From an optimization exercise on the open Yosys and OpenROAD flow, aimed at small area, a short achievable clock period and few clock cycles per item; shortcuts taken in it are not production practice. The RTL was checked by simulation tests, not by an equivalence proof against the original design. Power figures rest on the tool's default switching activity, not on a simulated workload.

==> design.v <==
package cache_pkg;
  typedef enum logic [1:0] {
    IDLE      = 2'd0,
    REFILL    = 2'd1,
    FILL_DONE = 2'd2
  } cache_state_e;
  localparam int unsigned BYTE_SEL_BITS = 2;
  function automatic integer tag_size(input integer line_size,
                                      input integer index_depth,
                                      input integer offset_size);
    tag_size = line_size - index_depth - offset_size - BYTE_SEL_BITS;
  endfunction
  function automatic integer index_lsb(input integer offset_size);
    index_lsb = offset_size + BYTE_SEL_BITS;
  endfunction
  function automatic integer tag_lsb(input integer index_depth,
                                     input integer offset_size);
    tag_lsb = index_depth + offset_size + BYTE_SEL_BITS;
  endfunction
endpackage
module way_compare
#(
  parameter int unsigned WAYS_LOG2 = 1,
  parameter int unsigned TAG_SIZE  = 24
) (
  input  logic [(1<<WAYS_LOG2)-1:0][TAG_SIZE-1:0] set_tags,
  input  logic [(1<<WAYS_LOG2)-1:0]               set_valid,
  input  logic [TAG_SIZE-1:0]                     req_tag,
  output logic                                    hit,
  output logic [WAYS_LOG2-1:0]                    hit_way
);
  localparam int unsigned WAYS = 1 << WAYS_LOG2;
  always_comb begin
    hit     = 1'b0;
    hit_way = '0;
    for (int unsigned w = WAYS; w > 0; w--) begin
      if (set_valid[w-1] && (set_tags[w-1] == req_tag)) begin
        hit     = 1'b1;
        hit_way = WAYS_LOG2'(w - 1);
      end
    end
  end
endmodule
module assoc_read_cache
#(
  parameter int unsigned LINE_SIZE   = 32,
  parameter int unsigned WAYS_LOG2   = 1,
  parameter int unsigned INDEX_DEPTH = 4,
  parameter int unsigned OFFSET_SIZE = 2
) (
  input  logic                 clk,
  input  logic                 reset,
  input  logic                 req_valid,
  input  logic [LINE_SIZE-1:0] address,
  input  logic                 flush,
  output logic [LINE_SIZE-1:0] data,
  output logic                 busywait,
  output logic                 mem_read,
  output logic [LINE_SIZE-1:0] mem_address,
  input  logic [LINE_SIZE-1:0] mem_readdata,
  input  logic                 mem_busywait
);
  localparam int unsigned TAG_SIZE = cache_pkg::tag_size(LINE_SIZE, INDEX_DEPTH, OFFSET_SIZE);
  localparam int unsigned SETS     = 1 << INDEX_DEPTH;
  localparam int unsigned WORDS    = 1 << OFFSET_SIZE;
  localparam int unsigned LA       = TAG_SIZE + INDEX_DEPTH;           
  localparam int unsigned EB       = INDEX_DEPTH + 1;                  
  localparam int unsigned ENTRIES  = 1 << EB;                          
  localparam int unsigned LW       = WORDS * LINE_SIZE;                
  localparam int unsigned PORT_LOG = 3;                                
  localparam int unsigned IB       = INDEX_DEPTH;
  localparam int unsigned PTAG     = 8;                                
  logic [1:0]          valid   [0:SETS-1];
  logic                rr_ptr  [0:SETS-1];
  logic [LW-1:0]       ring    [0:1][0:SETS-1];
  logic [TAG_SIZE-1:0] tring   [0:1][0:SETS-1];
  logic [IB-1:0]       rot;
  logic [LW-1:0]       fb_data [0:1];
  logic [TAG_SIZE-1:0] fb_tag  [0:1];
  logic [EB-1:0]       fb_entry[0:1];
  logic [1:0]          fb_busy;         
  logic [1:0]          fb_pend;         
  logic                fb_cur;          
  logic [LA-1:0]          a_line;
  logic [INDEX_DEPTH-1:0] a_set;
  logic [OFFSET_SIZE-1:0] a_w;
  logic [SETS-1:0]        a_set_oh;
  assign a_line = address[LINE_SIZE-1 -: LA];
  assign a_set  = address[cache_pkg::index_lsb(OFFSET_SIZE) +: INDEX_DEPTH];
  assign a_w    = address[cache_pkg::BYTE_SEL_BITS +: OFFSET_SIZE];
  always_comb for (int s = 0; s < SETS; s++) a_set_oh[s] = (a_set == s);
  logic [LA-1:0]          cand_line;
  logic                   cand_v, cand_hit, cand_way;
  logic [SETS-1:0]        cand_set_oh;
  logic [ENTRIES-1:0]     p1_oh;
  logic [1:0]             c_fb;
  logic [LA-1:0]          nxt_line;
  logic [SETS-1:0]        nxt_set_oh;
  logic                   nxt_v, nxt_miss;
  logic [LA-1:0]          fill_line;
  logic [WORDS-1:0]       fetched;
  logic [OFFSET_SIZE-1:0] crit;
  logic [INDEX_DEPTH-1:0] cand_set, nxt_set;
  always_comb begin
    cand_set = '0;
    nxt_set  = '0;
    for (int s = 0; s < SETS; s++) begin
      if (cand_set_oh[s]) cand_set = INDEX_DEPTH'(s);
      if (nxt_set_oh[s])  nxt_set  = INDEX_DEPTH'(s);
    end
  end
  logic [1:0][TAG_SIZE-1:0] a_tags;
  logic [1:0]               a_valid;
  logic [IB-1:0]            a_place;
  assign a_place = a_set + rot;
  always_comb begin
    a_tags  = '0;
    a_valid = '0;
    for (int s = 0; s < SETS; s++) begin
      a_tags[0] |= {TAG_SIZE{a_place == s}} & tring[0][s];
      a_tags[1] |= {TAG_SIZE{a_place == s}} & tring[1][s];
      a_valid   |= {2{a_set_oh[s]}} & valid[s];
    end
    for (int w = 0; w < 2; w++)
      for (int x = 0; x < 2; x++)
        if (fb_busy[x] && (fb_entry[x] == {a_set, w[0]})) a_tags[w] = fb_tag[x];
  end
  logic lkA_hit, lkA_way;
  way_compare #(.WAYS_LOG2(1), .TAG_SIZE(TAG_SIZE)) u_cmp_a (
    .set_tags (a_tags),
    .set_valid(a_valid),
    .req_tag  (address[LINE_SIZE-1 -: TAG_SIZE]),
    .hit      (lkA_hit),
    .hit_way  (lkA_way)
  );
  logic [1:0][PTAG-1:0] b_tags;
  logic [1:0]           b_valid;
  logic                 b_rr, lkB_miss;
  logic [IB-1:0]        b_place;
  assign b_place = nxt_set + rot;
  always_comb begin
    b_tags  = '0;
    b_valid = '0;
    b_rr    = 1'b0;
    for (int s = 0; s < SETS; s++) begin
      b_tags[0] |= {PTAG{b_place == s}} & tring[0][s][PTAG-1:0];
      b_tags[1] |= {PTAG{b_place == s}} & tring[1][s][PTAG-1:0];
      b_valid   |= {2{nxt_set_oh[s]}} & valid[s];
      b_rr      |= nxt_set_oh[s] & rr_ptr[s];
    end
    for (int w = 0; w < 2; w++)
      for (int x = 0; x < 2; x++)
        if (fb_busy[x] && (fb_entry[x] == {nxt_set, w[0]})) b_tags[w] = fb_tag[x][PTAG-1:0];
    lkB_miss = (!b_valid[0] || (b_tags[0] != nxt_line[INDEX_DEPTH +: PTAG])) &&
               (!b_valid[1] || (b_tags[1] != nxt_line[INDEX_DEPTH +: PTAG]));
  end
  logic [1:0] c_valid;
  logic       c_rr;
  always_comb begin
    c_valid = '0;
    c_rr    = 1'b0;
    for (int s = 0; s < SETS; s++) begin
      c_valid |= {2{cand_set_oh[s]}} & valid[s];
      c_rr    |= cand_set_oh[s] & rr_ptr[s];
    end
  end
  logic [LW-1:0] p1_line;
  always_comb begin
    p1_line = '0;
    for (int w = 0; w < 2; w++)
      for (int q = 0; q < SETS; q++) p1_line |= {LW{p1_oh[w*SETS+q]}} & ring[w][q];
    p1_line |= ({LW{c_fb[0]}} & fb_data[0]) | ({LW{c_fb[1]}} & fb_data[1]);
  end
  logic                   on_c, active, m_c, m_n, fw, cand_is_fill;
  logic                   alloc, xfer;
  logic [WORDS-1:0]       ok_w;
  logic [LA-1:0]          al_line;
  logic [SETS-1:0]        al_set_oh;
  logic [INDEX_DEPTH-1:0] al_set;
  logic                   victim, al_fb;
  logic [EB-1:0]          al_entry;
  logic [OFFSET_SIZE-1:0] bg_w, mw;
  assign active       = (fetched != '1);
  assign fw           = fetched[a_w];
  assign cand_is_fill = active && c_fb[fb_cur];
  assign ok_w         = {WORDS{cand_hit}} & ({WORDS{!cand_is_fill}} | fetched);
  req_decode #(.LA(LA), .WORDS(WORDS), .WB(OFFSET_SIZE)) u_req (
    .a_line      (a_line),
    .a_w         (a_w),
    .req_valid   (req_valid),
    .mem_busywait(mem_busywait),
    .cand_line   (cand_line),
    .nxt_line    (nxt_line),
    .cand_v      (cand_v),
    .nxt_ok      (nxt_v && nxt_miss),
    .ok_w        (ok_w),
    .kd_w        ({WORDS{cand_hit && cand_is_fill}} & ~fetched),
    .c_alloc_ok  (!cand_hit && !active && (fb_busy != 2'b11)),
    .n_alloc_ok  (!active && (fb_busy != 2'b11)),
    .active      (active),
    .m_c         (m_c),
    .m_n         (m_n),
    .on_c        (on_c),
    .alloc       (alloc),
    .busywait    (busywait),
    .mem_read    (mem_read)
  );
  assign al_line   = on_c ? cand_line : nxt_line;
  assign al_set_oh = on_c ? cand_set_oh : nxt_set_oh;
  assign al_set    = on_c ? cand_set : nxt_set;
  assign victim    = on_c ? (!c_valid[0] ? 1'b0 : (!c_valid[1] ? 1'b1 : c_rr))
                          : (!b_valid[0] ? 1'b0 : (!b_valid[1] ? 1'b1 : b_rr));
  assign al_entry  = {al_set, victim};
  assign al_fb     = fb_busy[0];
  always_comb begin
    bg_w = crit;
    for (int i = WORDS - 1; i >= 1; i--)
      if (!fetched[OFFSET_SIZE'(crit + i)]) bg_w = OFFSET_SIZE'(crit + i);
  end
  logic [OFFSET_SIZE-1:0] wsel [0:WORDS-1];
  always_comb
    for (int k = 0; k < WORDS; k++) wsel[k] = (active && fetched[k]) ? bg_w : OFFSET_SIZE'(k);
  assign mw = wsel[a_w];
  data_select #(.LINE_SIZE(LINE_SIZE), .WORDS(WORDS), .WB(OFFSET_SIZE)) u_data (
    .line    (p1_line),
    .memword (mem_readdata),
    .on_c    (on_c),
    .a_w     (a_w),
    .ok_w    (ok_w),
    .data    (data)
  );
  assign mem_address = {(active ? fill_line : a_line), mw, {cache_pkg::BYTE_SEL_BITS{1'b0}}};
  assign xfer = mem_read && !mem_busywait;
  logic          w_fb;
  logic [1:0]    wb;
  logic [IB-1:0] wb_pos [0:1];
  assign w_fb = active ? fb_cur : al_fb;
  always_comb
    for (int x = 0; x < 2; x++) begin
      wb_pos[x] = fb_entry[x][EB-1:1] + rot + 1'b1;
      wb[x]     = fb_pend[x] && (wb_pos[x][PORT_LOG-1:0] == '0);
    end
  always_ff @(posedge clk) begin
    for (int x = 0; x < 2; x++)
      for (int k = 0; k < WORDS; k++)
        if (xfer && (w_fb == x) && (mw == k))
          fb_data[x][k*LINE_SIZE +: LINE_SIZE] <= mem_readdata;
    for (int w = 0; w < 2; w++)
      for (int q = 0; q < SETS; q++) begin
        ring[w][q]  <= ring[w][(q + SETS - 1) % SETS];
        tring[w][q] <= tring[w][(q + SETS - 1) % SETS];
        if (q % (1 << PORT_LOG) == 0) begin
          if (wb[0] && (fb_entry[0][0] == w) && (wb_pos[0] == q)) begin
            ring[w][q]  <= fb_data[0];
            tring[w][q] <= fb_tag[0];
          end else if (wb[1] && (fb_entry[1][0] == w) && (wb_pos[1] == q)) begin
            ring[w][q]  <= fb_data[1];
            tring[w][q] <= fb_tag[1];
          end
        end
      end
    if (alloc) fb_tag[al_fb] <= al_line[LA-1 -: TAG_SIZE];
  end
  logic [LA-1:0] a_line_inc, nxt_line_inc;
  assign a_line_inc   = a_line + 1'b1;
  assign nxt_line_inc = nxt_line + 1'b1;
  logic [EB-1:0]      lk_entry;
  logic [1:0]         lk_fb;
  logic [IB-1:0]      lk_pos;
  assign lk_entry = {a_set, lkA_way};
  always_comb
    for (int x = 0; x < 2; x++) lk_fb[x] = fb_busy[x] && !wb[x] && (fb_entry[x] == lk_entry);
  assign lk_pos = a_set + rot + 1'b1;
  always_ff @(posedge clk or negedge reset) begin
    if (!reset) begin
      for (int s = 0; s < SETS; s++) begin
        valid[s]  <= '0;
        rr_ptr[s] <= 1'b0;
      end
      rot         <= '0;
      fb_busy     <= '0;
      fb_pend     <= '0;
      fb_cur      <= 1'b0;
      fb_entry[0] <= '0;
      fb_entry[1] <= '0;
      cand_line   <= '0;
      cand_v      <= 1'b0;
      cand_hit    <= 1'b0;
      cand_way    <= 1'b0;
      cand_set_oh <= SETS'(1);
      p1_oh       <= '0;
      c_fb        <= '0;
      nxt_line    <= '0;
      nxt_set_oh  <= SETS'(1);
      nxt_v       <= 1'b0;
      nxt_miss    <= 1'b0;
      fill_line   <= '0;
      fetched     <= '1;
      crit        <= '0;
    end else begin
      rot <= rot + 1'b1;
      for (int s = 0; s < SETS; s++) begin
        if (flush) valid[s] <= '0;
        if (alloc && al_set_oh[s]) begin
          valid[s][victim] <= 1'b1;
          rr_ptr[s]        <= !rr_ptr[s];
        end
      end
      for (int x = 0; x < 2; x++)
        if (wb[x]) begin
          fb_busy[x] <= 1'b0;
          fb_pend[x] <= 1'b0;
        end
      if (alloc) begin
        fb_cur             <= al_fb;
        fb_busy[al_fb]     <= 1'b1;
        fb_pend[al_fb]     <= 1'b0;
        fb_entry[al_fb]    <= al_entry;
        if (fb_entry[!al_fb] == al_entry) begin
          fb_busy[!al_fb] <= 1'b0;
          fb_pend[!al_fb] <= 1'b0;
        end
      end
      if (alloc) begin
        fill_line <= al_line;
        crit      <= a_w;
        fetched   <= mem_busywait ? '0 : WORDS'(1) << a_w;
      end else if (active && !mem_busywait) begin
        fetched[mw] <= 1'b1;
        if ((fetched | (WORDS'(1) << mw)) == '1) fb_pend[fb_cur] <= 1'b1;
      end
      nxt_v    <= cand_v;
      nxt_miss <= lkB_miss || flush;
      if (req_valid && !m_c) begin
        nxt_v  <= 1'b0;
        cand_v <= 1'b1;
        if (m_n) begin
          cand_line   <= nxt_line;
          cand_set_oh <= nxt_set_oh;
          cand_hit    <= alloc;
          cand_way    <= victim;
          nxt_line    <= nxt_line_inc;
          nxt_set_oh  <= {nxt_set_oh[SETS-2:0], nxt_set_oh[SETS-1]};
        end else begin
          cand_line   <= a_line;
          cand_set_oh <= a_set_oh;
          cand_hit    <= lkA_hit;
          cand_way    <= lkA_way;
          nxt_line    <= a_line_inc;
          nxt_set_oh  <= {a_set_oh[SETS-2:0], a_set_oh[SETS-1]};
        end
      end else if (alloc) begin
        cand_hit <= 1'b1;
        cand_way <= victim;
      end else if (flush && !req_valid) begin
        cand_hit <= 1'b0;
      end
      if (alloc) begin
        p1_oh <= '0;
        c_fb  <= 2'b01 << al_fb;
      end else if (req_valid && !m_c && !m_n) begin
        c_fb <= lk_fb;
        for (int w = 0; w < 2; w++)
          for (int q = 0; q < SETS; q++)
            p1_oh[w*SETS+q] <= (lk_fb == '0) && (lkA_way == w) && (lk_pos == q);
      end else if (c_fb[0] && wb[0]) begin
        c_fb <= '0;
        for (int w = 0; w < 2; w++)
          for (int q = 0; q < SETS; q++) p1_oh[w*SETS+q] <= (fb_entry[0][0] == w) && (wb_pos[0] == q);
      end else if (c_fb[1] && wb[1]) begin
        c_fb <= '0;
        for (int w = 0; w < 2; w++)
          for (int q = 0; q < SETS; q++) p1_oh[w*SETS+q] <= (fb_entry[1][0] == w) && (wb_pos[1] == q);
      end else begin
        p1_oh <= {p1_oh[2*SETS-2:SETS], p1_oh[2*SETS-1], p1_oh[SETS-2:0], p1_oh[SETS-1]};
      end
    end
  end
endmodule
module req_decode
#(
  parameter int unsigned LA    = 28,
  parameter int unsigned WORDS = 4,
  parameter int unsigned WB    = 2
) (
  input  logic [LA-1:0]            a_line,
  input  logic [WB-1:0]   a_w,
  input  logic                     req_valid,
  input  logic                     mem_busywait,
  input  logic [LA-1:0]            cand_line,
  input  logic [LA-1:0]            nxt_line,
  input  logic                     cand_v,
  input  logic                     nxt_ok,       
  input  logic [WORDS-1:0]         ok_w,         
  input  logic [WORDS-1:0]         kd_w,         
  input  logic                     c_alloc_ok,   
  input  logic                     n_alloc_ok,   
  input  logic                     active,
  output logic                     m_c,
  output logic                     m_n,
  output logic                     on_c,
  output logic                     alloc,
  output logic                     busywait,
  output logic                     mem_read
);
  logic use_mem, can_alloc;
  assign on_c      = (a_line[0] == cand_line[0]);
  assign m_c       = cand_v && (a_line == cand_line);
  assign m_n       = nxt_ok && (a_line == nxt_line);
  assign can_alloc = (m_c && c_alloc_ok) || (m_n && n_alloc_ok);
  assign use_mem   = can_alloc || (m_c && kd_w[a_w]);
  assign alloc     = req_valid && can_alloc;
  assign busywait  = !((m_c && ok_w[a_w]) || (use_mem && !mem_busywait));
  assign mem_read  = active || alloc;
endmodule
module data_select
#(
  parameter int unsigned LINE_SIZE = 32,
  parameter int unsigned WORDS     = 4,
  parameter int unsigned WB        = 2
) (
  input  logic [WORDS*LINE_SIZE-1:0] line,
  input  logic [LINE_SIZE-1:0]       memword,
  input  logic                       on_c,
  input  logic [WB-1:0]     a_w,
  input  logic [WORDS-1:0]           ok_w,
  output logic [LINE_SIZE-1:0]       data
);
  logic [LINE_SIZE-1:0] w_out [0:WORDS-1];
  always_comb
    for (int k = 0; k < WORDS; k++)
      w_out[k] = ok_w[k] ? line[k*LINE_SIZE +: LINE_SIZE] : memword;
  assign data = on_c ? w_out[a_w] : memword;
endmodule
==> flow/run.sh <==
#!/bin/bash
# Standard ORFS layout (the standard.sh, standard synthesis unchanged), with:
#  - a clock tree of clkbuf_16 sink clusters without dummy loads (far fewer clock buffers).
set -euo pipefail
bash standard.sh \
  SETUP_SLACK_MARGIN=7 \
  TNS_END_PERCENT=100 \
  MATCH_CELL_FOOTPRINT=0 \
  "CTS_ARGS=-sink_clustering_enable -repair_clock_nets -dont_use_dummy_load -sink_clustering_size 24 -sink_clustering_max_diameter 80 -buf_list sky130_fd_sc_hd__clkbuf_16" \
  finish > orfs_make.log 2>&1
==> standard.sh <==
#!/bin/bash
# synth_recipe.tcl (not shown) runs the flow's synth.tcl, then flattens the netlist and writes it again
# the make line also repeats each setting of config.mk as NAME=value (left out here)
make -C /OpenROAD-flow-scripts/flow DESIGN_CONFIG=/design/flow/config.mk WORK_HOME=/design/flow/orfs CLKGATE_MAP_FILE= SYNTH_SCRIPT=/design/flow/synth_recipe.tcl "${@:-finish}"
==> config.mk <==
export PLATFORM = sky130hd
export DESIGN_NAME = assoc_read_cache
export DESIGN_NICKNAME = assoc_read_cache
export VERILOG_FILES = /design/flow/design.v
export SDC_FILE = /design/flow/constraint.sdc
export NUM_CORES = 4
export LEC_CHECK = 0
export CAP_MARGIN = 20
export CORE_MARGIN = 2
export CORE_UTILIZATION = 45
export SLEW_MARGIN = 20
export SYNTH_HIERARCHICAL = 1
export SYNTH_MINIMUM_KEEP_SIZE = 0
==> constraint.sdc <==
create_clock -name core_clock -period 13.0 [get_ports {clk}]
set_input_delay 2.6000 -clock core_clock [delete_from_list [all_inputs] [get_ports {clk}]]
set_output_delay 2.6000 -clock core_clock [all_outputs]
set_load 0.01 [all_outputs]
==> summary.txt, run 1 <==
fmax=between 100 and 150 MHz; Post-synth EDFFs=just over 300; clock slew seen by the registers of the worst setup and hold paths=0.09 ns; CTS tree=yes; total power=a little under 0.03 W; DRT iter0 DRCs=17972; Largest delay share family, worst path=buffers and inverters; pwr dens=between 150 and 200 nW/um^2; most common flop cell mapped by yosys=dfxtp_1; Hold Crit Depth=0; routed len/inst=35.2 um; Fin Hold WS=0.289 ns; period utilization=54.0%; crit-path cells=buf_12, buf_12, xnor2_4, buf_12, clkbuf_16, nor2_4, a31oi_4, buf_6; Worst-Margin Slew=between 1 and 1.5 ns; total number of vias=between 100k and 150k; worst r2r path cells=13; initial antenna violation count=39; final WL=between 600000 and 700000 um; setup violators final=0; Worst IR Drop VDD=between 0.0001 and 0.00015 V; I/O pin cnt=135; # Max-Cap Violations=0; slowest cell on the critical path=a31oi_4; vias per inst=6.62; Max Root-Sink Buffers=4; Avg Inst Size Synth=12.2 sq um; critical path fanouts, max=7; first-pass GRT wire length=~910000 um; Seq cells post-synth=5381; hold buffer count at cts=0; slowest stage delay, CP=between 0.5 and 0.6 ns; CP dominant cell by count=buf_12; Lkg Pwr=between 70 and 80 nW; GR Overflow Total=0; critical path type=in -> out; Fin. Hold Viols=0; Area Overhead vs Synth=12.2%; number of global-route vias before repair=120152; Site Rows=223; TritonRoute pass-1 iters=8; Crit. End Element=output pin; required time worst endpoint=10.40 ns; minimum clock period=about 7 ns; fin cells=about 19000; initial core utilization=between 40% and 50%; Die X-Extent=612 um; CP Depth=8; CP startpoint kind=primary input; Min-Delay Path Class=reg -> reg; clk_skew=around 0.11 ns; die area=~370000 sq um; Max Slew Vio Count=0; largest net degree at the start of global routing=between 150 and 200; CTS Sinks=between 5000 and 6000; Buf/Inv on CP=5; Synth Warn #=18; HPWL Detailed=about 330000 um; WP data arrival=around 4.4 ns; Final Wtd Congestion=0.888; DRT antenna net count=0; R2R Setup Slk=roughly 7 ns; htree depth=5; Rel. slew slack=about a fifth; Cells after Synth=13658; root buf cell=clkbuf_16; Post-Syn Area=approximately 170000 sq um; Seq/Total Area, Yosys=between 60% and 70%; status=no timing/DRC/antenna violations; Total GRT Usage=33.5%; DRC viols=0; Final nets=about 14000; Distinct cells, synth=92; total CTS buffers=roughly 270; RSZ-0062 raised after global routing=yes; asr flop ratio synth=under 10%; CORE AREA=between 300000 and 400000 sq um; Skew-Pair Late Insertion Delay=around 0.96 ns; layout cell share with drive strength beyond 1=roughly 10%; Placed Cells=about 18000; Final TNS setup=0 ns; Die Y=612 um; port bufs=130
==> through the flow <==
stage	util, %	instance area [sq um]	setup slack (ns)
final	50.6	186000	5.97
after global routing	50.6	186000	5.94
after CTS	50.4	186000	6.05
after detailed placement	46.9	173000	3.06
after global placement	46.9	173000	3.12
after floorplan	-	167000	6.40
==> kinds of logic (layout without fill, tap and decap cells) <==
group	count (synthesis)	after routing	synth area share (%)
buffers and inverters	1047	1024	2.47
adders and majority gates	19	19	0.160
and+or+nand+nor	2198	2199	6.23
muxes	933	933	5.87
xor gates and xnor gates	194	194	1.02
other	1	28	0.00226
DFF	5381	5381	67.3
AOI/OAI and AO/OA	3885	3885	16.9
==> synthesized netlist by cell type (all sizes together) (26+ instances only) <==
| library cell | n | area share [%] |
|---|---|---|
| nand2 | 659 | 1.5 |
| a22oi | 1643 | 7.4 |
| a31oi | 40 | 0.15 |
| mux2 | 85 | 0.58 |
| mux2i | 823 | 5.0 |
| xnor2 | 126 | 0.66 |
| a22o | 495 | 2.6 |
| nand3 | 214 | 0.65 |
| xor2 | 68 | 0.36 |
| inv | 68 | 0.15 |
| edfxtp | 304 | 5.5 |
| nor2b | 27 | 0.11 |
| a21oi | 505 | 1.5 |
| nor3 | 185 | 0.56 |
| a221oi | 499 | 2.6 |
| nand4 | 439 | 1.7 |
| dfxtp | 4864 | 59 |
| o21ai | 427 | 1.3 |
| o22ai | 69 | 0.26 |
| o22a | 65 | 0.34 |
| buf | 234 | 0.63 |
| nor2 | 533 | 1.2 |
| nand2b | 26 | 0.099 |
| nor4 | 38 | 0.14 |
| clkbuf | 742 | 1.7 |
| dfrtp | 207 | 3.1 |
==> sequential cells by signal, summed over array words and instances, names as in the netlist, 10 cells and up <==
name / count
rr_ptr: 16
cand_set_oh: 16
p1_oh: 32
tring: 768
ring: 4096
cand_line: 28
nxt_line: 28
valid: 32
fb_data: 256
fill_line: 28
fb_entry: 10
fb_tag: 48
==> path summary, 6_finish.rpt <==
kind / start / endpoint
worst max-delay path: address[4] / data[13]
worst min-delay path: ring[20][125]$_DFF_P_ / ring[21][125]$_DFF_P_
worst max register to register: cand_set_oh[6]$_DFFE_PN0P_ / nxt_miss$_DFF_PN0_
worst min register to register: ring[20][125]$_DFF_P_ / ring[21][125]$_DFF_P_
max in group asynchronous: reset / rr_ptr[0]$_DFFE_PN0P_
min in group asynchronous: reset / nxt_line[11]$_DFFE_PN0P_
==> cell type report <==
class	count	area [sq um]
Antenna cell	26	65.1
Clock buffer	268	6710
Fill cell	31586	182000
Inverter	71	270
Multi-Input combinational cell	7232	52600
Sequential cell	5381	112000
Tap cell	4837	6050
Timing Repair Buffer	685	8760
==> cell usage in the layout (no fill, tap or decap), drive strengths merged, types with 313 or more instances in the layout <==
master,instances
dfxtp,4864
a22oi,1643
mux2i,823
nand2,659
buf,579
nor2,533
a21oi,505
a221oi,499
a22o,495
nand4,439
o21ai,427
clkbuf,313
==> layer usage <==
metal  routed length (um)  GRT usage [%]  vias to the layer above
met5                  186              0                        -
met4                44000           19.7                       20
met3                68300           6.53                     2045
met2               287000           52.0                     8533
met1               251000           43.4                    61361
li1                     -              -                    50578
==> timing repair <==
item / CTS / global route
setup endpoints to repair: 353 / 81
pin swaps: 161 / 58
resized for setup: 932 / 106
buffers inserted: 241 / 36
gates cloned: 33 / 0
==> power by group <==
part / internal, W / switching, W / leakage (nW)
registers: 0.0170 / 0.000316 / 44.7
clock network: 0.00370 / 0.00520 / 3.30
logic: 0.000805 / 0.00200 / 22.2
Testbench counts, summed over its fixed seeds: cycles 44,362, items 24,000.
==> run 2: changes to the inputs <==
--- a/design.v
+++ b/design.v
@@ -91,5 +91,5 @@
   always_comb for (int s = 0; s < SETS; s++) a_set_oh[s] = (a_set == s);
   logic [LA-1:0]          cand_line;
-  logic                   cand_v, cand_hit, cand_way;
+  logic                   cand_v, cand_hit;
   logic [SETS-1:0]        cand_set_oh;
   logic [ENTRIES-1:0]     p1_oh;
@@ -282,20 +282,10 @@
       fb_pend     <= '0;
       fb_cur      <= 1'b0;
-      fb_entry[0] <= '0;
-      fb_entry[1] <= '0;
-      cand_line   <= '0;
       cand_v      <= 1'b0;
       cand_hit    <= 1'b0;
-      cand_way    <= 1'b0;
-      cand_set_oh <= SETS'(1);
-      p1_oh       <= '0;
       c_fb        <= '0;
-      nxt_line    <= '0;
-      nxt_set_oh  <= SETS'(1);
       nxt_v       <= 1'b0;
       nxt_miss    <= 1'b0;
-      fill_line   <= '0;
       fetched     <= '1;
-      crit        <= '0;
     end else begin
       rot <= rot + 1'b1;
@@ -316,5 +306,4 @@
         fb_busy[al_fb]     <= 1'b1;
         fb_pend[al_fb]     <= 1'b0;
-        fb_entry[al_fb]    <= al_entry;
         if (fb_entry[!al_fb] == al_entry) begin
           fb_busy[!al_fb] <= 1'b0;
@@ -323,6 +312,4 @@
       end
       if (alloc) begin
-        fill_line <= al_line;
-        crit      <= a_w;
         fetched   <= mem_busywait ? '0 : WORDS'(1) << a_w;
       end else if (active && !mem_busywait) begin
@@ -335,45 +322,49 @@
         nxt_v  <= 1'b0;
         cand_v <= 1'b1;
-        if (m_n) begin
-          cand_line   <= nxt_line;
-          cand_set_oh <= nxt_set_oh;
-          cand_hit    <= alloc;
-          cand_way    <= victim;
-          nxt_line    <= nxt_line_inc;
-          nxt_set_oh  <= {nxt_set_oh[SETS-2:0], nxt_set_oh[SETS-1]};
-        end else begin
-          cand_line   <= a_line;
-          cand_set_oh <= a_set_oh;
-          cand_hit    <= lkA_hit;
-          cand_way    <= lkA_way;
-          nxt_line    <= a_line_inc;
-          nxt_set_oh  <= {a_set_oh[SETS-2:0], a_set_oh[SETS-1]};
-        end
+        cand_hit <= m_n ? alloc : lkA_hit;
       end else if (alloc) begin
         cand_hit <= 1'b1;
-        cand_way <= victim;
       end else if (flush && !req_valid) begin
         cand_hit <= 1'b0;
       end
-      if (alloc) begin
-        p1_oh <= '0;
-        c_fb  <= 2'b01 << al_fb;
-      end else if (req_valid && !m_c && !m_n) begin
-        c_fb <= lk_fb;
-        for (int w = 0; w < 2; w++)
-          for (int q = 0; q < SETS; q++)
-            p1_oh[w*SETS+q] <= (lk_fb == '0) && (lkA_way == w) && (lk_pos == q);
-      end else if (c_fb[0] && wb[0]) begin
-        c_fb <= '0;
-        for (int w = 0; w < 2; w++)
-          for (int q = 0; q < SETS; q++) p1_oh[w*SETS+q] <= (fb_entry[0][0] == w) && (wb_pos[0] == q);
-      end else if (c_fb[1] && wb[1]) begin
-        c_fb <= '0;
-        for (int w = 0; w < 2; w++)
-          for (int q = 0; q < SETS; q++) p1_oh[w*SETS+q] <= (fb_entry[1][0] == w) && (wb_pos[1] == q);
+      if (alloc)                                  c_fb <= 2'b01 << al_fb;
+      else if (req_valid && !m_c && !m_n)         c_fb <= lk_fb;
+      else if ((c_fb[0] && wb[0]) || (c_fb[1] && wb[1])) c_fb <= '0;
+    end
+  end
+  always_ff @(posedge clk) begin
+    if (alloc) begin
+      fill_line       <= al_line;
+      crit            <= a_w;
+      fb_entry[al_fb] <= al_entry;
+    end
+    if (req_valid && !m_c) begin
+      if (m_n) begin
+        cand_line   <= nxt_line;
+        cand_set_oh <= nxt_set_oh;
+        nxt_line    <= nxt_line_inc;
+        nxt_set_oh  <= {nxt_set_oh[SETS-2:0], nxt_set_oh[SETS-1]};
       end else begin
-        p1_oh <= {p1_oh[2*SETS-2:SETS], p1_oh[2*SETS-1], p1_oh[SETS-2:0], p1_oh[SETS-1]};
+        cand_line   <= a_line;
+        cand_set_oh <= a_set_oh;
+        nxt_line    <= a_line_inc;
+        nxt_set_oh  <= {a_set_oh[SETS-2:0], a_set_oh[SETS-1]};
       end
     end
+    if (alloc) begin
+      p1_oh <= '0;
+    end else if (req_valid && !m_c && !m_n) begin
+      for (int w = 0; w < 2; w++)
+        for (int q = 0; q < SETS; q++)
+          p1_oh[w*SETS+q] <= (lk_fb == '0) && (lkA_way == w) && (lk_pos == q);
+    end else if (c_fb[0] && wb[0]) begin
+      for (int w = 0; w < 2; w++)
+        for (int q = 0; q < SETS; q++) p1_oh[w*SETS+q] <= (fb_entry[0][0] == w) && (wb_pos[0] == q);
+    end else if (c_fb[1] && wb[1]) begin
+      for (int w = 0; w < 2; w++)
+        for (int q = 0; q < SETS; q++) p1_oh[w*SETS+q] <= (fb_entry[1][0] == w) && (wb_pos[1] == q);
+    end else begin
+      p1_oh <= {p1_oh[2*SETS-2:SETS], p1_oh[2*SETS-1], p1_oh[SETS-2:0], p1_oh[SETS-1]};
+    end
   end
 endmodule
--- a/flow/run.sh
+++ b/flow/run.sh
@@ -4,5 +4,5 @@
 set -euo pipefail
 bash standard.sh \
-  SETUP_SLACK_MARGIN=7 \
+  SETUP_SLACK_MARGIN=6.3 \
   TNS_END_PERCENT=100 \
   MATCH_CELL_FOOTPRINT=0 \
--- a/config.mk
+++ b/config.mk
@@ -8,5 +8,5 @@
 export CAP_MARGIN = 20
 export CORE_MARGIN = 2
-export CORE_UTILIZATION = 45
+export CORE_UTILIZATION = 50
 export SLEW_MARGIN = 20
 export SYNTH_HIERARCHICAL = 1
==> run 2 against run 1 <==
Via count is 3.4% lower. Non-clock buffer count is 84 lower. Critical path type is now in -> reg. Highest routed layer unchanged. Sequential power is 5% higher. Flip-flop and latch count is 2 lower. Clock skew is 0.033 ns lower. Count of clock-buffer cells in the layout is 1 lower. Still clean on timing, DRC and antenna. Utilization is 5.1 points higher. Sequential share of layout area is 1.5 points higher. Register-to-register slack worse by 0.81 ns. Worst hold slack better by 0.013 ns.
==> summary.txt, run 2 <==
clock slew seen by the registers of the worst setup and hold paths=0.09 ns (about the same); required time worst endpoint=13.83 ns (was 10.40 ns); clk_skew=0.0800 ns (was 0.113 ns); root buf cell=clkbuf_16 (unchanged); period utilization=54.1% (was 54.0%); critical path fanouts, max=7 (unchanged); most common cell after layout, fill and taps aside=dfxtp_1 (unchanged); Post-Syn Area=165000 sq um (was 166000 sq um); GR Util met2=54.5% (was 52.0%); Final TNS setup=0 ns (unchanged); GR Overflow Total=0 (unchanged); asr flop ratio synth=1.25% (was 3.96%); Worst-Margin Slew=1.27 ns (was 1.21 ns); Fin Hold WS=0.302 ns (was 0.289 ns); first-pass GRT wire length=870000 um (was 907000 um); TritonRoute pass-1 iters=9 (was 8); Top Registers=ring (4096), tring (768), fb_data (256) (unchanged); Rel. slew slack=15.6% (was 19.3%); fin util=55.7% (was 50.6%); slowest stage delay, CP=0.41 ns (was 0.55 ns); hold buffer count at cts=0 (unchanged); Area Overhead vs Synth=10.8% (was 12.2%); CTS tree=yes (unchanged); Distinct cells, synth=89 (was 92); total CTS buffers=267 (was 268); most common cell in the netlist=dfxtp_1 (unchanged); met3 Use GR=7.48% (was 6.53%); port bufs=130 (unchanged); Yosys top cell area share=59.5% (was 58.6%); initial antenna violation count=37 (was 39); Crit. End Element=register (was output pin); DRT iter0 DRCs=17396 (was 17972); htree depth=5 (unchanged); final WL=628000 um (was 651000 um); synth cell count leaders=dfxtp_1, a22oi_1, mux2i_1 (unchanged); Fin. Hold Viols=0 (unchanged); Avg Inst Size Synth=12.4 sq um (was 12.2 sq um); number of global-route vias before repair=115066 (was 120152); Site Rows=210 (was 223); HPWL Detailed=323000 um (was 331000 um); Largest register FFs=4096 (unchanged); critical path type=in -> reg (was in -> out); DP Worst Slack=3.07 ns (was 3.06 ns); Seq cells post-synth=5379 (was 5381); total number of vias=118342 (was 122537); WP data arrival=7.86 ns (was 4.43 ns); Reg area=112000 sq um (about the same); Worst IR Drop VDD=0.000108 V (was 0.000116 V); CORE AREA=327000 sq um (was 368000 sq um); Skew-Pair Late Insertion Delay=0.96 ns (about the same); setup violators final=0 (unchanged); Synth Warn #=17 (was 18); Die Y=578 um (was 612 um); DRT antenna net count=0 (unchanged); vias per inst=6.74 (was 6.62); Total GRT Usage=36.2% (was 33.5%); R2R Setup Slk=6.37 ns (was 7.18 ns); pwr dens=159 nW/um^2 (was 156 nW/um^2); fmax=142 MHz (about the same); RSZ-0062 raised after global routing=yes (unchanged); largest register by flop count=ring (unchanged); area leader, netlist=dfxtp_1 (unchanged); busiest grt layer=met2 (unchanged); minimum clock period=7.03 ns (about the same); CP dominant cell by count=buf_12 (unchanged); Seq/Total Area, Yosys=68.1% (was 67.3%); Synth area leaders=dfxtp_1, edfxtp_1, a22oi_1 (was dfxtp_1, a22oi_1, edfxtp_1); Post-synth EDFFs=416 (was 304); CTS Sinks=5379 (was 5381); # Max-Cap Violations=0 (unchanged); largest net degree at the start of global routing=162 (was 170); Cells after Synth=13246 (was 13658); Min-Delay Path Class=reg -> reg (unchanged); total power=0.0290 W (about the same); routed len/inst=35.8 um (was 35.2 um); global routing usage on met1=49.1% (was 43.4%); Multi-input gate area=50100 sq um (was 52600 sq um); Max Slew Vio Count=0 (unchanged); Max Root-Sink Buffers=4 (unchanged); I/O pin cnt=135 (unchanged); Final nets=13268 (was 13726); DRC viols=0 (unchanged); worst setup margin=5.97 ns (about the same); Lkg Pwr=67.6 nW (was 70.2 nW); Layout fillers=27071 (was 31586); CP startpoint kind=primary input (unchanged); die area=334000 sq um (was 374000 sq um); initial core utilization=50.3% (was 45.1%); most frequent cells in the layout=dfxtp_1, a22oi_1, mux2i_1 (unchanged); status=no timing/DRC/antenna violations (unchanged); Die X-Extent=578 um (was 612 um); most common flop cell mapped by yosys=dfxtp_1 (unchanged); Final Wtd Congestion=0.907 (was 0.888); slowest cell on the critical path=fa_2 (was a31oi_4); layout cell share with drive strength beyond 1=8.60% (was 10.0%)
[run 2: cell count changes after synthesis, moves of 21 or more]
| cell | previous run | this run |
|---|---|---|
| dfxtp_1 | 4864 | 4896 |
| dfrtp_1 | 207 | 63 |
| a221oi_1 | 499 | 543 |
| o22ai_1 | 69 | 46 |
| nand2_1 | 659 | 576 |
| a21oi_1 | 505 | 376 |
| a22oi_1 | 1643 | 1541 |
| clkbuf_1 | 740 | 695 |
| nand4_1 | 439 | 460 |
| o21ai_0 | 425 | 395 |
| nand3_1 | 213 | 187 |
| nor2_1 | 532 | 490 |
| edfxtp_1 | 304 | 416 |
| a22o_1 | 495 | 551 |
[run 2: metal layers]
layer  share of wire (%)  wire length [um]
met1                  40            249000
met5               0.020               126
met3                  11             69100
met4                 6.2             39000
met2                  43            271000
[run 2: through the flow]
stage	cells	cell area, sq um
floorplan	13247	165000
global placement	17005	171000
detailed placement	17006	171000
CTS	17461	181000
global route	17547	182000
finish	17557	182000
[run 2: timing repair]
item,CTS,global route
setup endpoints to repair,206,67
setup buffers,159,58
pin swaps,84,62
gates resized for setup,629,95
gates cloned,29,5
[run 2: where the power goes]
part	total, W	switching [W]	leakage, nW	internal, W
logic	0.00215	0.00139	19.9	0.000757
clock network	0.00884	0.00515	3.29	0.00369
registers	0.0181	0.000570	44.4	0.0175
[run 2: final cells by class]
class	count	area share, %
sequential	5379	61.6
tap	4346	2.98
timing repair buffer	601	4.14
antenna	32	0.0439
clock buffer	267	3.66
multi-input combinational	6853	27.4
inverter	79	0.163
[run 2: cell families after synthesis]
family / share of synthesized area [%]
adders and majority gates: 0.155
and+or+nand+nor: 5.78
other: 0.00228
DFF: 68.1
xor gates and xnor gates: 1.03
AOI/OAI and AO/OA: 16.7
muxes: 5.76
buffers and inverters: 2.42
[run 2: path summary, 6_finish.rpt]
check	start	to	cells past startpoint
worst max-delay path	address[4]	p1_oh[22]$_SDFF_PP0_	28
worst min-delay path	ring[21][55]$_DFF_P_	ring[22][55]$_DFF_P_	0
worst max register to register	nxt_set_oh[7]$_DFFE_PP_	nxt_miss$_DFF_PN0_	18
worst min register to register	ring[21][55]$_DFF_P_	ring[22][55]$_DFF_P_	0
max in group asynchronous	reset	c_fb[1]$_DFFE_PN0P_	1
min in group asynchronous	reset	rr_ptr[0]$_DFFE_PN0P_	1
[run 2: worst max-delay path: cells and delay by family]
kind	cells	cell delay [ns]
AO/OA/AOI/OAI	4	0.72
XOR/XNOR	3	0.67
adder cells (fa/ha/maj)	2	0.57
buffers and inverters	8	1.13
multiplexers	1	0.19
AND/OR/NAND/NOR	10	1.92
Testbench counts of run 2, summed over its fixed seeds: cycles 44,362, items 24,000.
==> run 3: changes to the inputs <==
--- a/design.v
+++ b/design.v
@@ -265,11 +265,29 @@
   assign a_line_inc   = a_line + 1'b1;
   assign nxt_line_inc = nxt_line + 1'b1;
-  logic [EB-1:0]      lk_entry;
-  logic [1:0]         lk_fb;
-  logic [IB-1:0]      lk_pos;
-  assign lk_entry = {a_set, lkA_way};
-  always_comb
-    for (int x = 0; x < 2; x++) lk_fb[x] = fb_busy[x] && !wb[x] && (fb_entry[x] == lk_entry);
+  logic [1:0]            lk_fb0, lk_fb1, lk_fb;
+  logic [IB-1:0]         lk_pos;
+  logic [ENTRIES+1:0]    lk_next0, lk_next1, lk_next;
   assign lk_pos = a_set + rot + 1'b1;
+  always_comb begin
+    for (int x = 0; x < 2; x++) begin
+      lk_fb0[x] = fb_busy[x] && !wb[x] && (fb_entry[x] == {a_set, 1'b0});
+      lk_fb1[x] = fb_busy[x] && !wb[x] && (fb_entry[x] == {a_set, 1'b1});
+    end
+    lk_next0 = '0;
+    lk_next1 = '0;
+    for (int q = 0; q < SETS; q++) begin
+      lk_next0[q]      = (lk_fb0 == '0) && (lk_pos == q);
+      lk_next1[SETS+q] = (lk_fb1 == '0) && (lk_pos == q);
+    end
+    lk_next0[ENTRIES +: 2] = lk_fb0;
+    lk_next1[ENTRIES +: 2] = lk_fb1;
+  end
+  pick2 #(.W(ENTRIES + 2)) u_lk_pick (
+    .sel (lkA_way),
+    .a0  (lk_next0),
+    .a1  (lk_next1),
+    .y   (lk_next)
+  );
+  assign lk_fb = lk_next[ENTRIES +: 2];
   always_ff @(posedge clk or negedge reset) begin
     if (!reset) begin
@@ -355,7 +373,5 @@
       p1_oh <= '0;
     end else if (req_valid && !m_c && !m_n) begin
-      for (int w = 0; w < 2; w++)
-        for (int q = 0; q < SETS; q++)
-          p1_oh[w*SETS+q] <= (lk_fb == '0) && (lkA_way == w) && (lk_pos == q);
+      p1_oh <= lk_next[ENTRIES-1:0];
     end else if (c_fb[0] && wb[0]) begin
       for (int w = 0; w < 2; w++)
@@ -424,2 +440,13 @@
   assign data = on_c ? w_out[a_w] : memword;
 endmodule
+module pick2
+#(
+  parameter int unsigned W = 1
+) (
+  input  logic         sel,
+  input  logic [W-1:0] a0,
+  input  logic [W-1:0] a1,
+  output logic [W-1:0] y
+);
+  assign y = sel ? a1 : a0;
+endmodule
--- a/flow/run.sh
+++ b/flow/run.sh
@@ -7,4 +7,4 @@
   TNS_END_PERCENT=100 \
   MATCH_CELL_FOOTPRINT=0 \
-  "CTS_ARGS=-sink_clustering_enable -repair_clock_nets -dont_use_dummy_load -sink_clustering_size 24 -sink_clustering_max_diameter 80 -buf_list sky130_fd_sc_hd__clkbuf_16" \
+  "CTS_ARGS=-sink_clustering_enable -repair_clock_nets -dont_use_dummy_load -sink_clustering_size 30 -sink_clustering_max_diameter 80 -buf_list sky130_fd_sc_hd__clkbuf_16" \
   finish > orfs_make.log 2>&1
==> run 3 against run 2 <==
Still clean. Combinational power is 36% higher. Clock skew increased by 0.024 ns. Sequential power about the same. Worst hold slack worse by 0.024 ns. Power hardly changed. Maximum frequency grew 1.9%. Worst setup slack gained 0.13 ns. Critical path depth down 18. Die area is 0.46% higher. Sequential share of layout area up 0.44 points. Largest cell class unchanged. Largest power group unchanged. Highest routed layer unchanged.
==> summary.txt, run 3 <==
status=no timing/DRC/antenna violations (unchanged); # Max-Cap Violations=0 (unchanged); port bufs=130 (unchanged); first-pass GRT wire length=865000 um (was 870000 um); most frequent cells in the layout=dfxtp_1, a22oi_1, mux2i_1 (unchanged); Max Slew Vio Count=0 (unchanged); largest net degree at the start of global routing=155 (was 162); Seq cells post-synth=5379 (unchanged); layout cell share with drive strength beyond 1=8.10% (was 8.60%); Top Registers=ring (4096), tring (768), fb_data (256) (unchanged); DRT antenna net count=0 (unchanged); most common cell after layout, fill and taps aside=dfxtp_1 (unchanged); initial antenna violation count=38 (was 37); CP startpoint kind=primary input (unchanged); synth cell count leaders=dfxtp_1, a22oi_1, mux2i_1 (unchanged); largest register by flop count=ring (unchanged); Skew-Pair Late Insertion Delay=0.95 ns (was 0.96 ns); worst r2r path cells=18 (unchanged); Seq/Total Area, Yosys=67.8% (was 68.1%); pwr dens=160 nW/um^2 (was 159 nW/um^2); fmax=145 MHz (was 142 MHz); Min-Delay Path Class=reg -> reg (unchanged); most common flop cell mapped by yosys=dfxtp_1 (unchanged); RSZ-0062 raised after global routing=yes (unchanged); worst setup margin=6.09 ns (was 5.97 ns); Fin. Hold Viols=0 (unchanged); minimum clock period=6.91 ns (was 7.03 ns); Area Overhead vs Synth=9.49% (was 10.8%); DP Worst Slack=3.39 ns (was 3.07 ns); Fin Hold WS=0.278 ns (was 0.302 ns); Cells after Synth=13382 (was 13246); total power=0.0290 W (about the same); GR Overflow Total=0 (unchanged); critical path type=in -> out (was in -> reg); DRC viols=0 (unchanged); worst reg2reg endpoint=nxt_miss$_DFF_PN0_ (unchanged); htree depth=4 (was 5); TritonRoute pass-1 iters=9 (unchanged); area leader, netlist=dfxtp_1 (unchanged); Layout fillers=27203 (was 27071); Yosys top cell area share=59.2% (was 59.5%); CORE AREA=330000 sq um (was 327000 sq um); Die Y=579 um (was 578 um); Worst IR Drop VDD=0.000160 V (was 0.000108 V); setup violators final=0 (unchanged); Die X-Extent=579 um (was 578 um); hold buffer count at cts=0 (unchanged); Distinct cells, synth=95 (was 89); Lkg Pwr=67.1 nW (was 67.6 nW); Total GRT Usage=35.7% (was 36.2%); Hold Crit Depth=0 (unchanged); Worst-Margin Slew=1.25 ns (was 1.27 ns); Largest register FFs=4096 (unchanged); CTS Sinks=5379 (unchanged); clk_skew=0.104 ns (was 0.0800 ns); Post-synth EDFFs=416 (unchanged); total CTS buffers=216 (was 267); DRT iter0 DRCs=17724 (was 17396); die area=336000 sq um (was 334000 sq um); Site Rows=211 (was 210); reg2reg start=nxt_set_oh[11]$_DFFE_PP_ (was nxt_set_oh[7]$_DFFE_PP_); CTS tree=yes (unchanged); Synth Warn #=17 (unchanged); Final Wtd Congestion=0.886 (was 0.907); vias per inst=6.72 (was 6.74); period utilization=53.1% (was 54.1%); WP data arrival=4.31 ns (was 7.86 ns); number of global-route vias before repair=115372 (was 115066); Avg Inst Size Synth=12.4 sq um (about the same); HPWL Detailed=321000 um (was 323000 um); Final TNS setup=0 ns (unchanged); hold worst-path end=ring[12][61]$_DFF_P_ (was ring[22][55]$_DFF_P_); most common cell in the netlist=dfxtp_1 (unchanged); Synth area leaders=dfxtp_1, edfxtp_1, a22oi_1 (unchanged); critical path fanouts, max=6 (was 7); I/O pin cnt=135 (unchanged); routed len/inst=35.4 um (was 35.8 um); Crit. End Element=output pin (was register); hold_sp=ring[11][61]$_DFF_P_ (was ring[21][55]$_DFF_P_); Final nets=13319 (was 13268); required time worst endpoint=10.40 ns (was 13.83 ns); asr flop ratio synth=1.25% (unchanged); initial core utilization=50.2% (was 50.3%); Post-Syn Area=165000 sq um (about the same); R2R Setup Slk=7.02 ns (was 6.37 ns); clock slew seen by the registers of the worst setup and hold paths=0.10 ns (was 0.09 ns); total number of vias=118706 (was 118342); root buf cell=clkbuf_16 (unchanged); final WL=626000 um (was 628000 um); Max Root-Sink Buffers=4 (unchanged); Rel. slew slack=16.6% (was 15.6%)
-- run 3: cell types whose count changed in the layout (fill, tap and decap cells not counted), sizes merged, moves of 37 or more --
cell / before / now
mux2: 68 / 105
diode: 32 / 76
nor2: 491 / 528
a22oi: 1541 / 1491
nand3: 188 / 226
a21oi: 376 / 434
buf: 483 / 436
clkbuf: 321 / 269
nand2: 576 / 627
-- run 3: kinds of logic after synthesis --
| family | after synthesis | synth area share [%] |
|---|---|---|
| compound gates | 3707 | 16.5 |
| other cells | 1 | 0.00227 |
| flops | 5379 | 67.8 |
| xor+xnor | 198 | 1.07 |
| simple gates | 2111 | 6.00 |
| buf+inv | 1031 | 2.47 |
| fa+ha+maj | 18 | 0.154 |
| mux | 937 | 5.98 |
-- run 3: worst max path at each step --
stage | end | startpoint
2_1_floorplan | c_fb[0]$_DFFE_PN0P_ | address[4]
3_3_place_gp | c_fb[1]$_DFFE_PN0P_ | address[4]
3_5_place_dp | c_fb[1]$_DFFE_PN0P_ | address[4]
4_1_cts | data[4] | address[4]
5_1_grt | mem_read | address[4]
6_report | data[15] | address[4]
-- run 3: critical path: stages --
cell	delay, ns
buf_8	0.10
buf_12	0.13
xnor2_4	0.27
buf_6	0.16
buf_12	0.15
buf_16	0.19
buf_4	0.14
nor2_4	0.04
a31oi_4	0.28
buf_8	0.20
-- run 3: layout make-up --
class                           instances  area, sq um  area share, %
Antenna cell                           76          190          0.105
Clock buffer                          216         5410           2.98
Inverter                               81          304          0.168
Multi-Input combinational cell       7007        50800           28.0
Sequential cell                      5379       112000           62.0
Tap cell                             4366         5460           3.02
Timing Repair Buffer                  547         6700           3.70
-- run 3: what timing repair did --
| item | in CTS | in global routing |
|---|---|---|
| cloned | 23 | 8 |
| setup buffers | 134 | 29 |
| pin swaps | 46 | 40 |
| resized for setup | 603 | 129 |
| setup endpoints to repair | 174 | 69 |
-- run 3: routing by layer --
metal  wire, um  up-vias  share of wire (%)  GRT usage, %
li1           -    49339                  -             -
met1     247000    59608                 39          48.5
met2     277000     8163                 44          54.9
met3      68700     1588                 11          6.82
met4      33300        8                5.3          17.3
met5         62        -             0.0099             0
-- run 3: power breakdown --
part           internal (W)  switching [W]  leakage (nW)  total (W)
Sequential           0.0175       0.000631          44.4     0.0181
Combinational      0.000936        0.00199          20.1    0.00292
Clock               0.00299        0.00497          2.66    0.00796
-- run 3: per-stage QoR --
stage / instances / instance area, sq um / utilization, %
after floorplan: 13415 / 166000 / -
after global placement: 17183 / 171000 / 51.9
after detailed placement: 17184 / 171000 / 51.9
after CTS: 17557 / 180000 / 54.6
after global routing: 17653 / 181000 / 54.9
final: 17672 / 181000 / 54.9
Testbench counts of run 3, summed over its fixed seeds: cycles 44,362, items 24,000.
==> run 4: changes to the inputs <==
--- a/flow/run.sh
+++ b/flow/run.sh
@@ -7,4 +7,4 @@
   TNS_END_PERCENT=100 \
   MATCH_CELL_FOOTPRINT=0 \
-  "CTS_ARGS=-sink_clustering_enable -repair_clock_nets -dont_use_dummy_load -sink_clustering_size 30 -sink_clustering_max_diameter 80 -buf_list sky130_fd_sc_hd__clkbuf_16" \
+  "CTS_ARGS=-sink_clustering_enable -repair_clock_nets -dont_use_dummy_load -sink_clustering_size 26 -sink_clustering_max_diameter 80 -buf_list sky130_fd_sc_hd__clkbuf_16" \
   finish > orfs_make.log 2>&1
--- a/config.mk
+++ b/config.mk
@@ -8,5 +8,5 @@
 export CAP_MARGIN = 20
 export CORE_MARGIN = 2
-export CORE_UTILIZATION = 50
+export CORE_UTILIZATION = 62
 export SLEW_MARGIN = 20
 export SYNTH_HIERARCHICAL = 1
==> run 4 against run 3 <==
Still clean on timing, DRC and antenna. Synthesized area is the same. First-iteration DRC count grew 3.1%. Sequential share of layout area grew 0.29 points. Synthesized cell count is the same. Flip-flop and latch count is the same. Critical path depth grew 1. Global-route usage grew 7.0 points. Power grew 0.82%. Clock skew shrank 0.0062 ns. Maximum frequency shrank 0.49%.
==> summary.txt, run 4 <==
Post-Syn Area=165000 sq um (unchanged); htree depth=4 (unchanged); Die Y=521 um (was 579 um); CP dominant cell by count=buf_12; final WL=608000 um (was 626000 um); minimum clock period=6.94 ns (was 6.91 ns); first-pass GRT wire length=840000 um (was 865000 um); # Max-Cap Violations=0 (unchanged); HPWL Detailed=318000 um (was 321000 um); most common cell after layout, fill and taps aside=dfxtp_1 (unchanged); DRT iter0 DRCs=18275 (was 17724); Final nets=13341 (was 13319); fin util=67.9% (was 54.9%); synth cell count leaders=dfxtp_1, a22oi_1, mux2i_1 (unchanged); critical path fanouts, max=5 (was 6); Fin. Hold Viols=0 (unchanged); RSZ-0062 raised after global routing=yes (unchanged); total number of vias=119929 (was 118706); GR Overflow Total=0 (unchanged); Largest register FFs=4096 (unchanged); setup violators final=0 (unchanged); Yosys top cell area share=59.2% (unchanged); Final TNS setup=0 ns (unchanged); hold buffer count at cts=0 (unchanged); die area=271000 sq um (was 336000 sq um); layout cell share with drive strength beyond 1=8.18% (was 8.10%); CTS tree=yes (unchanged); most common cell in the netlist=dfxtp_1 (unchanged); DRT antenna net count=0 (unchanged); cell area after layout=180000 sq um (was 181000 sq um); CORE AREA=265000 sq um (was 330000 sq um); CTS Sinks=5379 (unchanged); Synth area leaders=dfxtp_1, edfxtp_1, a22oi_1 (unchanged); Crit. End Element=output pin (unchanged); WP data arrival=4.34 ns (was 4.31 ns); Cells after Synth=13382 (unchanged); Min-Delay Path Class=reg -> reg (unchanged); Skew-Pair Late Insertion Delay=0.98 ns (was 0.95 ns); Worst-Margin Slew=1.25 ns (about the same); Seq cells post-synth=5379 (unchanged); Distinct cells, synth=95 (unchanged); Final Wtd Congestion=0.915 (was 0.886); Die X-Extent=521 um (was 579 um); root buf cell=clkbuf_16 (unchanged); Largest delay share family, worst path=buffers and inverters (unchanged); Site Rows=189 (was 211); Area Overhead vs Synth=8.97% (was 9.49%); Lkg Pwr=67.3 nW (was 67.1 nW); Max Slew Vio Count=0 (unchanged); Seq/Total Area, Yosys=67.8% (unchanged); routed len/inst=36.1 um (was 35.4 um); asr flop ratio synth=1.25% (unchanged); clk_skew=0.0978 ns (was 0.104 ns); initial antenna violation count=33 (was 38); Worst IR Drop VDD=0.000151 V (was 0.000160 V); Rel. slew slack=16.3% (was 16.6%); slowest stage delay, CP=0.36 ns (was 0.28 ns); most common flop cell mapped by yosys=dfxtp_1 (unchanged); I/O pin cnt=135 (unchanged); required time worst endpoint=10.40 ns (about the same); most frequent cells in the layout=dfxtp_1, a22oi_1, mux2i_1 (unchanged); initial core utilization=62.4% (was 50.2%); slowest cell on the critical path=a31oi_4 (unchanged); area leader, netlist=dfxtp_1 (unchanged); pwr dens=162 nW/um^2 (was 160 nW/um^2); status=no timing/DRC/antenna violations (unchanged); largest net degree at the start of global routing=131 (was 155); port bufs=130 (unchanged); Buf/Inv on CP=8 (was 7); number of global-route vias before repair=115624 (was 115372); Synth Warn #=17 (unchanged); DRC viols=0 (unchanged); Post-synth EDFFs=416 (unchanged); Avg Inst Size Synth=12.4 sq um (unchanged); DP Area=170000 sq um (was 171000 sq um); total CTS buffers=233 (was 216); vias per inst=7.13 (was 6.72); Total GRT Usage=42.7% (was 35.7%); critical path type=in -> out (unchanged); crit-path cells=buf_12, buf_12, xnor2_4, buf_6, buf_12, buf_16, buf_12, buf_6, nor2_4, a31oi_4, buf_6 (was buf_8, buf_12, xnor2_4, buf_6, buf_12, buf_16, buf_4, nor2_4, a31oi_4, buf_8); DP Worst Slack=3.34 ns (was 3.39 ns); largest register by flop count=ring (unchanged); Max Root-Sink Buffers=4 (unchanged); worst setup margin=6.06 ns (was 6.09 ns); CP startpoint kind=primary input (unchanged); Top Registers=ring (4096), tring (768), fb_data (256) (unchanged); TritonRoute pass-1 iters=7 (was 9); fmax=144 MHz (was 145 MHz); period utilization=53.4% (was 53.1%); clock slew seen by the registers of the worst setup and hold paths=0.11 ns (was 0.10 ns)
[run 4: logic make-up after synthesis]
family	Yosys count	share of synthesized area, %
flops	5379	67.8
simple gates	2111	6.00
xor+xnor	198	1.07
compound gates	3707	16.5
other cells	1	0.00227
buf+inv	1031	2.47
fa+ha+maj	18	0.154
mux	937	5.98
[run 4: area by class of cell]
class	count	area, sq um
multi-input combinational	7009	50700
sequential	5379	112000
clock buffer	233	5830
fill	19401	85000
antenna	28	70.1
timing repair buffer	550	6620
tap	3533	4420
inverter	81	307
[run 4: power by group]
part | internal (W) | switching [W]
Combinational | 0.000918 | 0.00198
Clock | 0.00320 | 0.00501
Sequential | 0.0175 | 0.000643
Total | 0.0216 | 0.00763
[run 4: worst register-to-register path, stage by stage (launching register included)]
cell	delay, ns
edfxtp_1	0.86
inv_1	0.23
a21oi_1	0.26
nand4_1	0.46
nand2_1	0.32
ha_4	0.16
inv_1	0.05
fa_2	0.45
xnor2_4	0.51
buf_6	0.53
nor2_1	0.39
nand2_1	0.16
o21ai_0	0.11
a2111oi_0	0.66
a211o_1	0.19
a31oi_1	0.18
xnor2_1	0.18
and4_1	0.22
a22oi_1	0.41
[run 4: routing by layer]
metal  routed length [um]  global-route usage (%)  vias to the layer above
li1                     -                       -                    49348
met2               263000                    64.6                     9099
met4                36400                    22.0                       16
met1               234000                    57.8                    59570
met3                74000                    9.54                     1896
met5                  120                       0                        -
[run 4: worst paths after layout]
path,end,cells past startpoint,slack (ns),from
min reg2reg,ring[17][27]$_DFF_P_,0,0.31,ring[16][27]$_DFF_P_
max in group asynchronous,c_fb[0]$_DFFE_PN0P_,2,10.30,reset
max,data[2],11,6.06,address[4]
min,ring[17][27]$_DFF_P_,0,0.31,ring[16][27]$_DFF_P_
max reg2reg,nxt_miss$_DFF_PN0_,18,6.55,nxt_set_oh[11]$_DFFE_PP_
min in group asynchronous,valid[11][1]$_DFF_PN0_,1,1.56,reset
[run 4: per-stage QoR]
step	std cells	power, W	hold slack (ns)
2_1_floorplan	13415	0.0195	0.327
3_5_place_dp	16365	0.0210	0.335
5_1_grt	16801	0.0299	0.312
4_1_cts	16718	0.0290	0.311
3_3_place_gp	16365	0.0210	0.332
6_report	16813	0.0293	0.312
[run 4: timing repair]
item	in CTS	in global routing
cloned	24	13
buffers inserted	96	54
gates resized for setup	569	144
endpoints found under the setup margin	319	70
pin swaps	38	46
==> run 5: changes to the inputs <==
--- a/flow/run.sh
+++ b/flow/run.sh
@@ -4,5 +4,5 @@
 set -euo pipefail
 bash standard.sh \
-  SETUP_SLACK_MARGIN=6.3 \
+  SETUP_SLACK_MARGIN=6.6 \
   TNS_END_PERCENT=100 \
   MATCH_CELL_FOOTPRINT=0 \
--- a/config.mk
+++ b/config.mk
@@ -8,5 +8,5 @@
 export CAP_MARGIN = 20
 export CORE_MARGIN = 2
-export CORE_UTILIZATION = 62
+export CORE_UTILIZATION = 50
 export SLEW_MARGIN = 20
 export SYNTH_HIERARCHICAL = 1
==> run 5 against run 4 <==
Still clean. Critical path depth is 1 lower. Sequential share of layout area is 1.2 points lower. Combinational power is 5% higher. Count of clock-buffer cells in the layout is 3 higher. Worst hold slack worse by 0.035 ns. Clock power is 2% higher. Maximum frequency is 0.86% higher. Global-route usage is 6.0 points lower. Synthesized cell count stayed put. Design area is 1.9% higher. Sequential power hardly changed. Worst setup slack better by 0.059 ns.
==> summary.txt, run 5 <==
status=no timing/DRC/antenna violations (unchanged); slowest stage delay, CP=0.34 ns (was 0.36 ns); Placed Cells=17217 (was 16365); Critical Path Source=address[4] (unchanged); total CTS buffers=236 (was 233); critical path fanouts, max=6 (was 5); layout cell share with drive strength beyond 1=9.86% (was 8.18%); WP data arrival=4.28 ns (was 4.34 ns); Site Rows=211 (was 189); Min-Delay Path Class=reg -> reg (unchanged); Skew-Pair Late Insertion Delay=1.05 ns (was 0.98 ns); HPWL Detailed=329000 um (was 318000 um); Top Registers=ring (4096), tring (768), fb_data (256) (unchanged); Die X-Extent=579 um (was 521 um); crit path to=data[8] (was data[2]); routed len/inst=36.1 um (about the same); clock slew seen by the registers of the worst setup and hold paths=0.10 ns (was 0.11 ns); Seq/Total Area, Yosys=67.8% (unchanged); slowest cell on the critical path=a31oi_4 (unchanged); critical path type=in -> out (unchanged); DP Area=171000 sq um (was 170000 sq um); TritonRoute pass-1 iters=9 (was 7); synth cell count leaders=dfxtp_1, a22oi_1, mux2i_1 (unchanged); Die Y=579 um (was 521 um); pwr dens=161 nW/um^2 (was 162 nW/um^2); Largest register FFs=4096 (unchanged); RSZ-0062 raised after global routing=yes (unchanged); initial antenna violation count=43 (was 33); most common cell in the netlist=dfxtp_1 (unchanged); Distinct cells, synth=95 (unchanged); initial core utilization=50.2% (was 62.4%); Seq cells post-synth=5379 (unchanged); first-pass GRT wire length=884000 um (was 840000 um); Layout fillers=27207 (was 19401); Yosys top cell area share=59.2% (unchanged); CP startpoint kind=primary input (unchanged); Hold Crit Depth=0 (unchanged); Final Wtd Congestion=0.916 (was 0.915); cell area after layout=184000 sq um (was 180000 sq um); worst reg2reg endpoint=nxt_miss$_DFF_PN0_ (unchanged); Post-Syn Area=165000 sq um (unchanged); # Max-Cap Violations=0 (unchanged); Area Overhead vs Synth=11.1% (was 8.97%); hold buffer count at cts=0 (unchanged); DRT antenna net count=0 (unchanged); largest net degree at the start of global routing=155 (was 131); port bufs=130 (unchanged); Worst IR Drop VDD=0.000142 V (was 0.000151 V); most common flop cell mapped by yosys=dfxtp_1 (unchanged); period utilization=52.9% (was 53.4%); Worst-Margin Slew=1.17 ns (was 1.25 ns); I/O pin cnt=135 (unchanged); fin cells=17766 (was 16813); CTS tree=yes (unchanged); Total GRT Usage=36.7% (was 42.7%); CP dominant cell by count=buf_6 (was buf_12); Lkg Pwr=68.6 nW (was 67.3 nW); most common cell after layout, fill and taps aside=dfxtp_1 (unchanged); fmax=145 MHz (was 144 MHz); die area=336000 sq um (was 271000 sq um); minimum clock period=6.88 ns (was 6.94 ns); Synth area leaders=dfxtp_1, edfxtp_1, a22oi_1 (unchanged); Avg Inst Size Synth=12.4 sq um (unchanged); total number of vias=120188 (was 119929); Max Slew Vio Count=0 (unchanged); worst r2r path cells=18 (unchanged); reg2reg start=nxt_set_oh[11]$_DFFE_PP_ (unchanged); final WL=641000 um (was 608000 um); Cells after Synth=13382 (unchanged); vias per inst=6.77 (was 7.13); Synth Warn #=17 (unchanged); crit-path cells=buf_12, buf_12, xnor2_4, buf_6, buf_16, buf_6, buf_16, nor2_2, a31oi_4, buf_6 (was buf_12, buf_12, xnor2_4, buf_6, buf_12, buf_16, buf_12, buf_6, nor2_4, a31oi_4, buf_6); DRC viols=0 (unchanged); Fin. Hold Viols=0 (unchanged); R2R Setup Slk=6.96 ns (was 6.55 ns); area leader, netlist=dfxtp_1 (unchanged); htree depth=4 (unchanged); GR Overflow Total=0 (unchanged); required time worst endpoint=10.40 ns (about the same); Max Root-Sink Buffers=4 (unchanged); CTS Sinks=5379 (unchanged); setup violators final=0 (unchanged); Final TNS setup=0 ns (unchanged); number of global-route vias before repair=116405 (was 115624); largest register by flop count=ring (unchanged); CORE AREA=330000 sq um (was 265000 sq um); Final nets=13470 (was 13341); root buf cell=clkbuf_16 (unchanged); Crit. End Element=output pin (unchanged); Rel. slew slack=21.7% (was 16.3%); asr flop ratio synth=1.25% (unchanged); DRT iter0 DRCs=17595 (was 18275); Post-synth EDFFs=416 (unchanged); clk_skew=0.107 ns (was 0.0978 ns); most frequent cells in the layout=dfxtp_1, a22oi_1, mux2i_1 (unchanged)
-- run 5: cell types whose count changed in the layout (fill, tap and decap cells not counted), moves of 24 or more --
| cell | delta |
|---|---|
| a21oi_2 | +31 |
| buf_12 | +31 |
| a21oi_1 | -31 |
| nand2_1 | -27 |
| a221oi_1 | -28 |
| nand2_2 | +24 |
| a221oi_2 | +28 |
| buf_4 | +60 |
-- run 5: logic make-up (layout without fill, tap and decap cells) --
group	count (synthesis)	in the layout	share of synthesized area, %
AO/OA/AOI/OAI	3707	3707	16.5
XOR/XNOR	198	198	1.07
adder cells (fa/ha/maj)	18	18	0.154
buffers and inverters	1031	996	2.47
flip-flops	5379	5379	67.8
multiplexers	937	937	5.98
other	1	53	0.00227
AND/OR/NAND/NOR	2111	2112	6.00
-- run 5: metal layers --
metal / routed length [um] / vias to the layer above / part of all wire, % / track usage, %
li1: - / 49592 / - / -
met1: 252000 / 60216 / 39 / 49.7
met2: 275000 / 8480 / 43 / 55.2
met3: 72600 / 1870 / 11 / 7.68
met4: 41000 / 30 / 6.4 / 19.8
met5: 220 / - / 0.034 / 0
-- run 5: worst min path at each step --
stage | from | to
6_report | tring[6][15]$_DFF_P_ | tring[7][15]$_DFF_P_
3_5_place_dp | tring[18][11]$_DFF_P_ | tring[19][11]$_DFF_P_
2_1_floorplan | tring[6][19]$_DFF_P_ | tring[7][19]$_DFF_P_
5_1_grt | tring[12][3]$_DFF_P_ | tring[13][3]$_DFF_P_
4_1_cts | tring[6][15]$_DFF_P_ | tring[7][15]$_DFF_P_
3_3_place_gp | ring[24][51]$_DFF_P_ | ring[25][51]$_DFF_P_
-- run 5: stage by stage --
step	worst slack [ns]	util, %	hold slack, ns	power, W
finish	6.12	55.7	0.278	0.0295
CTS	6.20	55.1	0.267	0.0293
global route	6.09	55.7	0.272	0.0302
floorplan	6.60	-	0.327	0.0195
global placement	3.18	52.0	0.332	0.0210
detailed placement	3.18	52.0	0.335	0.0210
-- run 5: final cells by class --
type / count / area [sq um] / share of cell area [%]
antenna: 19 / 47.5 / 0.0259
clock buffer: 236 / 5910 / 3.21
inverter: 81 / 304 / 0.165
multi-input combinational: 7006 / 51200 / 27.9
sequential: 5379 / 112000 / 61.1
tap: 4366 / 5460 / 2.97
timing repair buffer: 679 / 8500 / 4.63
-- run 5: worst max-delay path: cells and delay by family --
family	cells	cell delay [ns]
XOR/XNOR	1	0.19
AND/OR/NAND/NOR	1	0.07
buffers and inverters	7	1.03
AO/OA/AOI/OAI	1	0.34
-- run 5: repair_timing --
item / in CTS / in global routing
endpoints found under the hold margin: 0 / 0
setup buffers: 173 / 67
resized for setup: 723 / 261
pin swaps: 67 / 111
cloned: 44 / 10
endpoints found under the setup margin: 280 / 69
-- run 5: power breakdown --
group          total (W)  internal (W)  switching (W)
Combinational    0.00304      0.000994        0.00205
Sequential        0.0181        0.0175       0.000633
Clock            0.00834       0.00324        0.00509
Total             0.0295        0.0217        0.00778

## port drivers added, routing unchanged
In the flow no input, the clock included, has a driving cell. The finished layouts below were timed again as built, in two steps. Step 1 sets driving cells, clkbuf_16 on the clock port and buf_2 on the other inputs (assumed; they add their load-dependent delay and slew). Step 2 also shifts input and output timing later by t, the mid clock arrival at the registers, as if the neighbouring blocks saw the same clock. Three values: ideal, step 1, step 2; two values: the first two.
run | t (ns) | setup WS [ns]
run 1 | 1.034 | 5.974 / 5.928 / 5.079
run 2 | 1.035 | 5.967 / 5.895 / 5.006
run 3 | 1.017 | 6.095 / 5.909 / 5.201
run 4 | 1.048 | 6.061 / 5.950 / 5.268
run 5 | 1.092 | 6.120 / 6.028 / 5.202
After both steps setup and hold are still met in every run listed.
